From an optimization exercise on the open Yosys and OpenROAD flow, aimed at small area, a short achievable clock period and few clock cycles per item; shortcuts taken in it are not production practice. At most, simulation tests tie the RTL to the original design; equivalence was not proved. Power figures rest on the tool's default switching activity, not on a simulated workload.

## v6
// linear_key_value_table_core
module linear_key_value_table_core #(
   parameter int DEPTH    = lkv_pkg::DEPTH_DEFAULT,
   parameter int KEY_BITS = lkv_pkg::KEY_BITS_DEFAULT
) (
   input  logic                              clock,
   input  logic                              reset,
   input  logic                              req_valid,
   output logic                              req_ready,
   input  logic [lkv_pkg::REQ_TYPE_W-1:0]    req_type,
   input  logic [lkv_pkg::KEY_W-1:0]         req_key,
   input  logic [lkv_pkg::VALUE_W-1:0]       req_value,
   output logic                              rsp_valid,
   input  logic                              rsp_ready,
   output logic [lkv_pkg::STATUS_W-1:0]      rsp_status,
   output logic [lkv_pkg::VALUE_W-1:0]       rsp_value_out,
   output logic [lkv_pkg::ENTRY_COUNT_W-1:0] rsp_entry_count,
   output logic                              rsp_is_empty
);
For scale: about 2800 cells after synthesis, ~110 I/O pins, roughly 47000 sq um of cells after synthesis.
clock: 5.0 ns
lec_check: 0
cap_margin: 20
core_margin: 2
core_utilization: 40
setup_slack_margin: 2.8
slew_margin: 20
run.sh (not shown) runs the stock make flow with config.mk's settings and CLKGATE_MAP_FILE= SYNTH_SCRIPT=/design/flow/synth_recipe.tcl, a recipe that flattens the netlist after the stock synthesis.
v6 completed; timing, DRC and antenna clean
### v6 -> v7
# v6
export LEC_CHECK = 0
export CAP_MARGIN = 20
export CORE_MARGIN = 2
export CORE_UTILIZATION = 40
export SETUP_SLACK_MARGIN = 2.8
export SLEW_MARGIN = 20
create_clock -name core_clock -period 5.0 [get_ports {clock}]
# v7
export LEC_CHECK = 0
export CAP_MARGIN = 20
export CORE_MARGIN = 2
export CORE_UTILIZATION = 40
export SETUP_SLACK_MARGIN = 2.5
export SLEW_MARGIN = 20
create_clock -name core_clock -period 5.0 [get_ports {clock}]
==> comparison <==
v7: flow completed, timing, DRC and antenna clean
Of v7 and v6, the run reporting the higher share of the core filled with cells was v6.
Adder-cell share of the synthesized area came out exactly the same in v7 and v6.
v6 ended up with met5 as its top routing layer in use; v7 ended up with met4.
Detailed router's first-iteration violation count delta for v7 relative to v6: about 17% lower
Delta (v7 minus v6): post-route worst setup slack shows a reduction of 0.065 ns; overall power consumption shows a reduction of about 0.45%; number of sequential cells in the layout shows no meaningful change; share of cell area taken by multi-input logic gates shows an increase of 0.52 points; synthesis-to-layout area growth shows a reduction of 5.9 points.
Going from v6 to v7, number of register bits inferred by synthesis essentially unchanged, cell area after layout decreased about 4.6%.
No functional check of the RTL was part of any run of this note.

* * *

== run 1 ==
linear_key_value_table_core, a different RTL version from the one above (not shown whole).
For scale: roughly 3,200 cells after synthesis, ~1,100 flip-flops, ~110 I/O pins, roughly 46,000 um2 of cells after synthesis.
// linear_key_value_table_core
module linear_key_value_table_core #(
   parameter int DEPTH    = lkv_pkg::DEPTH_DEFAULT,
   parameter int KEY_BITS = lkv_pkg::KEY_BITS_DEFAULT
) (
   input  logic                              clock,
   input  logic                              reset,
   input  logic                              req_valid,
   output logic                              req_ready,
   input  logic [lkv_pkg::REQ_TYPE_W-1:0]    req_type,
   input  logic [lkv_pkg::KEY_W-1:0]         req_key,
   input  logic [lkv_pkg::VALUE_W-1:0]       req_value,
   output logic                              rsp_valid,
   input  logic                              rsp_ready,
   output logic [lkv_pkg::STATUS_W-1:0]      rsp_status,
   output logic [lkv_pkg::VALUE_W-1:0]       rsp_value_out,
   output logic [lkv_pkg::ENTRY_COUNT_W-1:0] rsp_entry_count,
   output logic                              rsp_is_empty
);
   localparam int VW = lkv_pkg::VALUE_W;
   localparam int CW = lkv_pkg::ENTRY_COUNT_W;
   logic                r_v, r_ins, r_rem;
   logic [DEPTH-1:0]    r_m;       
   logic [DEPTH-1:0]    r_slot;    
   logic [DEPTH-1:0]    nf;        
   logic                nf_none;   
   logic [DEPTH-1:0]    tv;
   logic [KEY_BITS-1:0] tk [DEPTH];
   logic [VW-1:0]       tval [DEPTH];
   logic [CW-1:0]       cnt;
   logic                o_v, o_empty;
   logic                idle_ff;   
   logic [1:0]          o_st;
   logic [VW-1:0]       o_val;
   logic                issue, hit, full, ins_ok, rem_ok, o_free, rdy, r_v_in, r_pend;
  ...
export LEC_CHECK = 0
export ABC_AREA = 1
export CAP_MARGIN = 20
export CORE_MARGIN = 2
export CORE_UTILIZATION = 75
export SETUP_SLACK_MARGIN = 2.6
export SLEW_MARGIN = 20
create_clock -name core_clock -period 5.0 [get_ports {clock}]
standard.sh (not shown) runs the stock make flow with config.mk's settings and CLKGATE_MAP_FILE= SYNTH_SCRIPT=/design/flow/synth_recipe.tcl, a recipe that flattens the netlist after the stock synthesis.
==> flow/flow/run.sh <==
#!/bin/bash
# The standard layout, with plain buffers (not delay cells) on the ports
set -euo pipefail
bash standard.sh BUFFER_PORTS_ARGS="-buffer_cell sky130_fd_sc_hd__buf_4" finish > standard_flow.log 2>&1
Run 1 did not stop at any stage, and its layout met the timing, DRC and antenna checks.
Testbench counts of run 1, summed over its fixed seeds: cycles 12,016, items 12,000.
The following lists how run 2 was set up differently from run 1:
- changing CORE_UTILIZATION from 75 to 60
- removing ABC_AREA (formerly 1)
In the flow results for run 1 and run 2, the non-clock buffer area fraction after layout is larger on run 2. Summary: with run 1 as the reference, clock-buffer cell count in run 2 moved down slightly. r_m[0]$_DFFE_PN_ as the start point of the critical path was reported by run 2, and rsp_ready by run 1. In run 2, the growth of design area from synthesis to finish came out 2.5 points above the value in run 1. Taking run 1 as the reference, in run 2 worst-skew pair later-pin latency has decreased, total power divided by cell area held steady, area enclosed by the die boundary moved up, standard-cell row count now larger, number of ordinary and repair buffers in the finished layout moved up. On power share of the combinational group, run 1 and run 2 are neck and neck. Diff run 1 -> run 2: final weighted congestion in routability-driven placement -5.9%; power was more or less identical.
> inputs changed (run 2 -> run 3)
- CTS_CLUSTER_SIZE now 30, previously not set
- CTS_CLUSTER_DIAMETER now 90, previously not set
==> flow/flow/run.sh <==
#!/bin/bash
# The standard layout, with plain buffers (not delay cells) on the ports and a clock tree
# with fewer buffers along its wires
set -euo pipefail
bash standard.sh BUFFER_PORTS_ARGS="-buffer_cell sky130_fd_sc_hd__buf_4" CTS_BUF_DISTANCE=200 finish > standard_flow.log 2>&1
Notes after the runs:
- Run 3 went all the way through the flow, and no timing, DRC or antenna check failed.
- Re final antenna diode count: no difference whatsoever between run 3 and run 2.
- Between run 2 and run 3, the difference in count of multi-input combinational gates is negligible.
- Diff run 3..run 2 | global routing usage on met2 | negligible
- On global-route usage: run 3 sits below run 2.
- The run showing the greater signed area change from the synthesized netlist to the final layout is run 2.
- First-iteration DRC count up about 4% in run 3 wrt run 2

* * *

linear_key_value_table_core, a different RTL version from the one above (not shown whole).
Size: ~1200 flip-flops, about 45000 µm² of cells after synthesis.
==> flow/config.mk <==
export PLATFORM = sky130hd
export DESIGN_NAME = linear_key_value_table_core
export DESIGN_NICKNAME = linear_key_value_table_core
export VERILOG_FILES = /design/flow/design.v
export SDC_FILE = /design/flow/constraint.sdc
export NUM_CORES = 4
export LEC_CHECK = 0
export CAP_MARGIN = 20
export CORE_MARGIN = 2
export CORE_UTILIZATION = 40
export SETUP_SLACK_MARGIN = 2.5
export SLEW_MARGIN = 20
==> flow/constraint.sdc <==
create_clock -name core_clock -period 5.0 [get_ports {clock}]
set_input_delay 1.0000 -clock core_clock [delete_from_list [all_inputs] [get_ports {clock}]]
set_output_delay 1.0000 -clock core_clock [all_outputs]
set_load 0.01 [all_outputs]
run.sh (not shown) runs the stock make flow with config.mk's settings and CLKGATE_MAP_FILE= SYNTH_SCRIPT=/design/flow/synth_recipe.tcl, a recipe that flattens the netlist after the stock synthesis.
Stock flow here: none of the scripts above is used.
Then changed:
==> flow/flow/run.sh (new file) <==
#!/bin/bash
# The standard layout, with plain buffers (not delay cells) on the ports
set -euo pipefail
bash standard.sh BUFFER_PORTS_ARGS="-buffer_cell sky130_fd_sc_hd__buf_4" finish > standard_flow.log 2>&1
==> flow/standard.sh (new file) <==
#!/bin/bash
# synth_recipe.tcl (not shown) runs the flow's synth.tcl, then flattens the netlist and writes it again
# the make line also repeats each setting of config.mk as NAME=value (left out here)
make -C /OpenROAD-flow-scripts/flow DESIGN_CONFIG=/design/flow/config.mk WORK_HOME=/design/flow/orfs CLKGATE_MAP_FILE= SYNTH_SCRIPT=/design/flow/synth_recipe.tcl "${@:-finish}"
removed: flow/run.sh
Critical path depth shrinks by 2; final area fell by 1.7%; clock-buffer cell count is higher by 7; synthesized cell count does not change; routed wire length goes down by 2.5%; total power falls by 2.0%.
Function was not checked in any run of this note: the RTL went through the layout flow alone.

* * *

Setup of exp/tundra:
RTL: one of the versions met above, not the one the previous note started from.
For scale: roughly 1100 flip-flops, roughly 110 I/O pins, ~0.045 mm² of cells after synthesis.
// linear_key_value_table_core
module linear_key_value_table_core #(
   parameter int DEPTH    = lkv_pkg::DEPTH_DEFAULT,
   parameter int KEY_BITS = lkv_pkg::KEY_BITS_DEFAULT
) (
   input  logic                              clock,
   input  logic                              reset,
   input  logic                              req_valid,
   output logic                              req_ready,
   input  logic [lkv_pkg::REQ_TYPE_W-1:0]    req_type,
   input  logic [lkv_pkg::KEY_W-1:0]         req_key,
   input  logic [lkv_pkg::VALUE_W-1:0]       req_value,
   output logic                              rsp_valid,
   input  logic                              rsp_ready,
   output logic [lkv_pkg::STATUS_W-1:0]      rsp_status,
   output logic [lkv_pkg::VALUE_W-1:0]       rsp_value_out,
   output logic [lkv_pkg::ENTRY_COUNT_W-1:0] rsp_entry_count,
   output logic                              rsp_is_empty
);
   localparam int VW = lkv_pkg::VALUE_W;
   localparam int CW = lkv_pkg::ENTRY_COUNT_W;
   logic                r_v, r_ins, r_rem;
   logic [DEPTH-1:0]    r_m;       
   logic [DEPTH-1:0]    r_slot;    
   logic [DEPTH-1:0]    nf;        
   logic                nf_none;   
   logic [DEPTH-1:0]    tv;
   logic [KEY_BITS-1:0] tk [DEPTH];
   logic [VW-1:0]       tval [DEPTH];
   logic [CW-1:0]       cnt;
   logic                o_v, o_empty;
   logic                idle_ff;   
   logic [1:0]          o_st;
   logic [VW-1:0]       o_val;
   logic                issue, hit, full, ins_ok, rem_ok, o_free, rdy, r_v_in, r_pend;
   logic [DEPTH-1:0]    m, eq_in, slot_in, wr, tv_in, hold_in, nf_in, r_hold, free_a, free_b, low_a;
   logic                take_in;
   logic                nf_none_in;
   logic [1:0]          n_st;
   logic [VW-1:0]       n_val;
   logic [CW-1:0]       cnt_in;
   logic                empty_in;
   assign o_free = !o_v || rsp_ready;
   assign rdy    = idle_ff || rsp_ready;
   assign issue  = r_v && o_free;
   assign full   = cnt[CW-1];
   assign r_pend = r_v && r_ins;
   for (genvar i = 0; i < DEPTH; i++) begin : g_cmp
      assign eq_in[i] = (tk[i] == req_key);
      assign m[i]     = r_m[i];
   end
   assign hit    = |m;
   assign ins_ok = issue && r_ins && !hit && !full;
   assign rem_ok = issue && r_rem && hit;
   assign slot_in = nf_none ? ((r_pend ? (r_slot & ~tv) : '0) | (r_rem ? m : '0)) : nf;
  ...
clock: 5.0 ns
lec_check: 0
cap_margin: 20
core_margin: 2
core_utilization: 75
place_density: 0.8
setup_slack_margin: 2.6
slew_margin: 20
standard.sh (not shown) runs the stock make flow with config.mk's settings and CLKGATE_MAP_FILE= SYNTH_SCRIPT=/design/flow/synth_recipe.tcl, a recipe that flattens the netlist after the stock synthesis.
==> flow/flow/run.sh <==
#!/bin/bash
# The standard layout, with plain buffers (not delay cells) on the ports
set -euo pipefail
bash standard.sh BUFFER_PORTS_ARGS="-buffer_cell sky130_fd_sc_hd__buf_4" finish > standard_flow.log 2>&1
Testbench counts of exp/tundra, summed over its fixed seeds: cycles 12,016, items 12,000.
The inputs of exp/zinc differ from those of exp/tundra as listed below.
- SETUP_SLACK_MARGIN: 2.6 -> 2.8
- CORE_UTILIZATION: 75 -> 60
- PLACE_DENSITY: 0.8 -> unset
- Looking at sequential share of layout area across exp/tundra and exp/zinc, the one that comes out higher is exp/tundra.
- Wire length ends up lower on exp/tundra.
- Static power due to leakage on exp/zinc is behind exp/tundra.
- Looking at launching element of the worst setup path, the r_m[14] result is from exp/zinc; the rsp_ready one comes from exp/tundra.
--- input diff exp/zinc..exp/quartz ---
- CORE_UTILIZATION now 75, was 60
- SETUP_SLACK_MARGIN now 2.6, was 2.8
==> flow/flow/run.sh <==
#!/bin/bash
# The standard layout, with plain buffers (not delay cells) on the ports
set -euo pipefail
bash standard.sh BUFFER_PORTS_ARGS="-buffer_cell sky130_fd_sc_hd__buf_1" finish > standard_flow.log 2>&1
- Of the two candidates, exp/zinc has the better via count and exp/quartz the worse one.
- | final worst setup slack | exp/zinc vs exp/quartz | ≈ equal |
- Compared exp/zinc against exp/quartz; fmax within noise.
- exp/zinc → exp/quartz: clock power went down by 4.0%; routed wire length shrank by about 2.2%; final standard cell area without fillers went down 9.0%.
What exp/violet does differently from exp/quartz at the input level:
- CORE_UTILIZATION: 75 -> 60
- CTS_CLUSTER_SIZE: unset -> 30
- CTS_CLUSTER_DIAMETER: unset -> 90
==> flow/flow/run.sh <==
#!/bin/bash
# The standard layout, with plain buffers (not delay cells) on the ports
set -euo pipefail
bash standard.sh BUFFER_PORTS_ARGS="-buffer_cell sky130_fd_sc_hd__buf_4" finish > standard_flow.log 2>&1
[summary]
Comparing post-detailed-placement half-perimeter wirelength for exp/quartz and exp/violet, the smaller number came from exp/violet.
Total power of exp/violet is lower than that of exp/quartz.
Lower initial cell density of the core among exp/quartz and exp/violet: exp/violet
Cmp exp/violet vs exp/quartz: number of placement rows higher in exp/violet
Against exp/quartz, exp/violet comes in about 54% lower on count of clock-buffer cells in the layout.
| internal power summed over all cells | exp/violet vs exp/quartz | about 16% lower |
Setup changes, exp/violet to exp/delta
- CTS_CLUSTER_SIZE removed (was 30)
- CORE_UTILIZATION changed from 60 to 75
- CTS_CLUSTER_DIAMETER removed (was 90)
[summary]
~same cell area after layout in exp/delta and exp/violet. exp/delta ends up with a hold slack that is 41 ps higher than in exp/violet. Compared with exp/violet, exp/delta shows final net count that has gone down slightly. Note that the post-route met1 wirelength recorded for exp/violet amounts to 1.18 times the value seen in exp/delta. Re number of routed nets with antenna violations: no difference whatsoever between exp/delta and exp/violet. Comparing exp/delta and exp/violet, the higher buffering overhead was measured on exp/violet. Setup slack after layout ended up 27 ps higher on exp/delta than on exp/violet. Note that the power recorded for exp/violet amounts to 0.833 times the value seen in exp/delta. Worst vdd rail ir drop grows slightly when moving from exp/violet to exp/delta.
Inputs modified between exp/delta and exp/umber:
==> flow/flow/run.sh <==
#!/bin/bash
# The standard layout, with plain buffers (not delay cells) on the ports
set -euo pipefail
bash standard.sh BUFFER_PORTS_ARGS="-buffer_cell sky130_fd_sc_hd__buf_2" finish > standard_flow.log 2>&1
==> run notes <==
- Core utilization: exp/umber lower than exp/delta
- exp/umber improves on exp/delta in maximum achievable frequency.
- Compared to exp/delta, exp/umber has worst setup slack after layout 41 ps higher.
- exp/umber ended up with register to register as its worst min-delay path class; exp/delta ended up with primary input to register.

* * *

== 07-15 ==
linear_key_value_table_core, a different RTL version from the one above (not shown whole).
Size: roughly 2800 cells after synthesis, about 1200 flip-flops, ~110 I/O pins, about 45000 um2 of cells after synthesis.
==> flow/config.mk <==
export PLATFORM = sky130hd
export DESIGN_NAME = linear_key_value_table_core
export DESIGN_NICKNAME = linear_key_value_table_core
export VERILOG_FILES = /design/flow/design.v
export SDC_FILE = /design/flow/constraint.sdc
export NUM_CORES = 4
export LEC_CHECK = 0
export CAP_MARGIN = 20
export CORE_MARGIN = 2
export CORE_UTILIZATION = 60
export SETUP_SLACK_MARGIN = 2.5
export SLEW_MARGIN = 20
==> flow/constraint.sdc <==
create_clock -name core_clock -period 5.0 [get_ports {clock}]
set_input_delay 1.0000 -clock core_clock [delete_from_list [all_inputs] [get_ports {clock}]]
set_output_delay 1.0000 -clock core_clock [all_outputs]
set_load 0.01 [all_outputs]
==> flow/flow/run.sh <==
#!/bin/bash
# The standard layout, with plain buffers (not delay cells) on the ports
set -euo pipefail
bash standard.sh BUFFER_PORTS_ARGS="-buffer_cell sky130_fd_sc_hd__buf_4" finish > standard_flow.log 2>&1
Here is what was changed in the inputs of 08-11 compared with 07-15.
- a change of CORE_UTILIZATION from 60 to 40
--- outcome ---
08-11 ended with every stage complete and zero timing, DRC or antenna violations.
08-11 -> 07-15: relative contribution of combinational cells to total power flat
Against 07-15, 08-11 comes in 22 points lower on utilization.
Diff 07-15 -> 08-11: wire length of the first global-routing pass rose by 4000 um; multi-input combinational cell count stayed essentially flat; via count rose by 0.37%.
Taking 07-15 as the reference, in 08-11 final area went up 1800 um2; die area shows an increase of 49%.
Highest net fanout along the worst path was higher in 08-11 than in 07-15.
When the final numbers for 07-15 and 08-11 were put side by side, the number of antenna violations at the first check in global routing turned out to be smaller in 07-15.
Function was not checked in any run of this note: the RTL went through the layout flow alone.

-- separate check: timing with driven ports --
Ports are ideal in the flow. The routed layouts listed here were re-timed in OpenROAD. Step 1 sets driving cells, clkbuf_16 on the clock port and buf_2 on the other inputs (assumed; they add their load-dependent delay and slew). Step 2, shift: input delay + t, output delay - t, t = (earliest + latest rising clock arrival at the registers) / 2. This alone moves slack from input paths to output paths. Slacks: no drivers / after step 1 / after step 2; pairs: no drivers / after step 1.
run | t (ns) | setup WS [ns] | hold slack, ns
v6 | 0.775 | 2.406 / 2.406 / 2.035 | 0.465 / 0.465 / 0.465
v7 | 0.772 | 2.341 / 2.341 / 1.745 | 0.465 / 0.465 / 0.465
run 1 | 0.754 | 2.443 / 2.402 / 1.815 | 0.539 / 0.539 / 0.539
run 2 | 0.738 | 2.477 / 2.477 / 1.960 | 0.573 / 0.562 / 0.573
run 3 | 0.700 | 2.435 / 2.435 / 1.977 | 0.566 / 0.566 / 0.566
the first run of note 3 | 0.755 | 2.160 / 2.160 / 1.686 | 0.451 / 0.451 / 0.451
the second run of note 3 | 0.784 | 2.131 / 2.131 / 1.809 | 0.453 / 0.453 / 0.453
exp/tundra | 0.744 | 2.462 / 2.415 / 1.848 | 0.607 / 0.575 / 0.614
exp/zinc | 0.738 | 2.431 / 2.431 / 1.923 | 0.490 / 0.490 / 0.490
exp/quartz | 0.740 | 2.430 / 2.412 / 1.846 | 0.570 / 0.560 / 0.570
exp/violet | 0.700 | 2.435 / 2.435 / 1.977 | 0.566 / 0.566 / 0.566
exp/delta | 0.744 | 2.462 / 2.415 / 1.848 | 0.607 / 0.575 / 0.614
exp/umber | 0.748 | 2.504 / 2.446 / 1.859 | 0.584 / 0.583 / 0.584
07-15 | 0.744 | 2.229 / 2.229 / 1.894 | 0.458 / 0.458 / 0.458
08-11 | 0.780 | 2.203 / 2.203 / 1.760 | 0.456 / 0.456 / 0.456
After both steps every run listed still meets setup and hold. The setup slack of exp/umber, which loses most, moves by -0.058 ns with the drivers and by -0.645 ns with both steps.
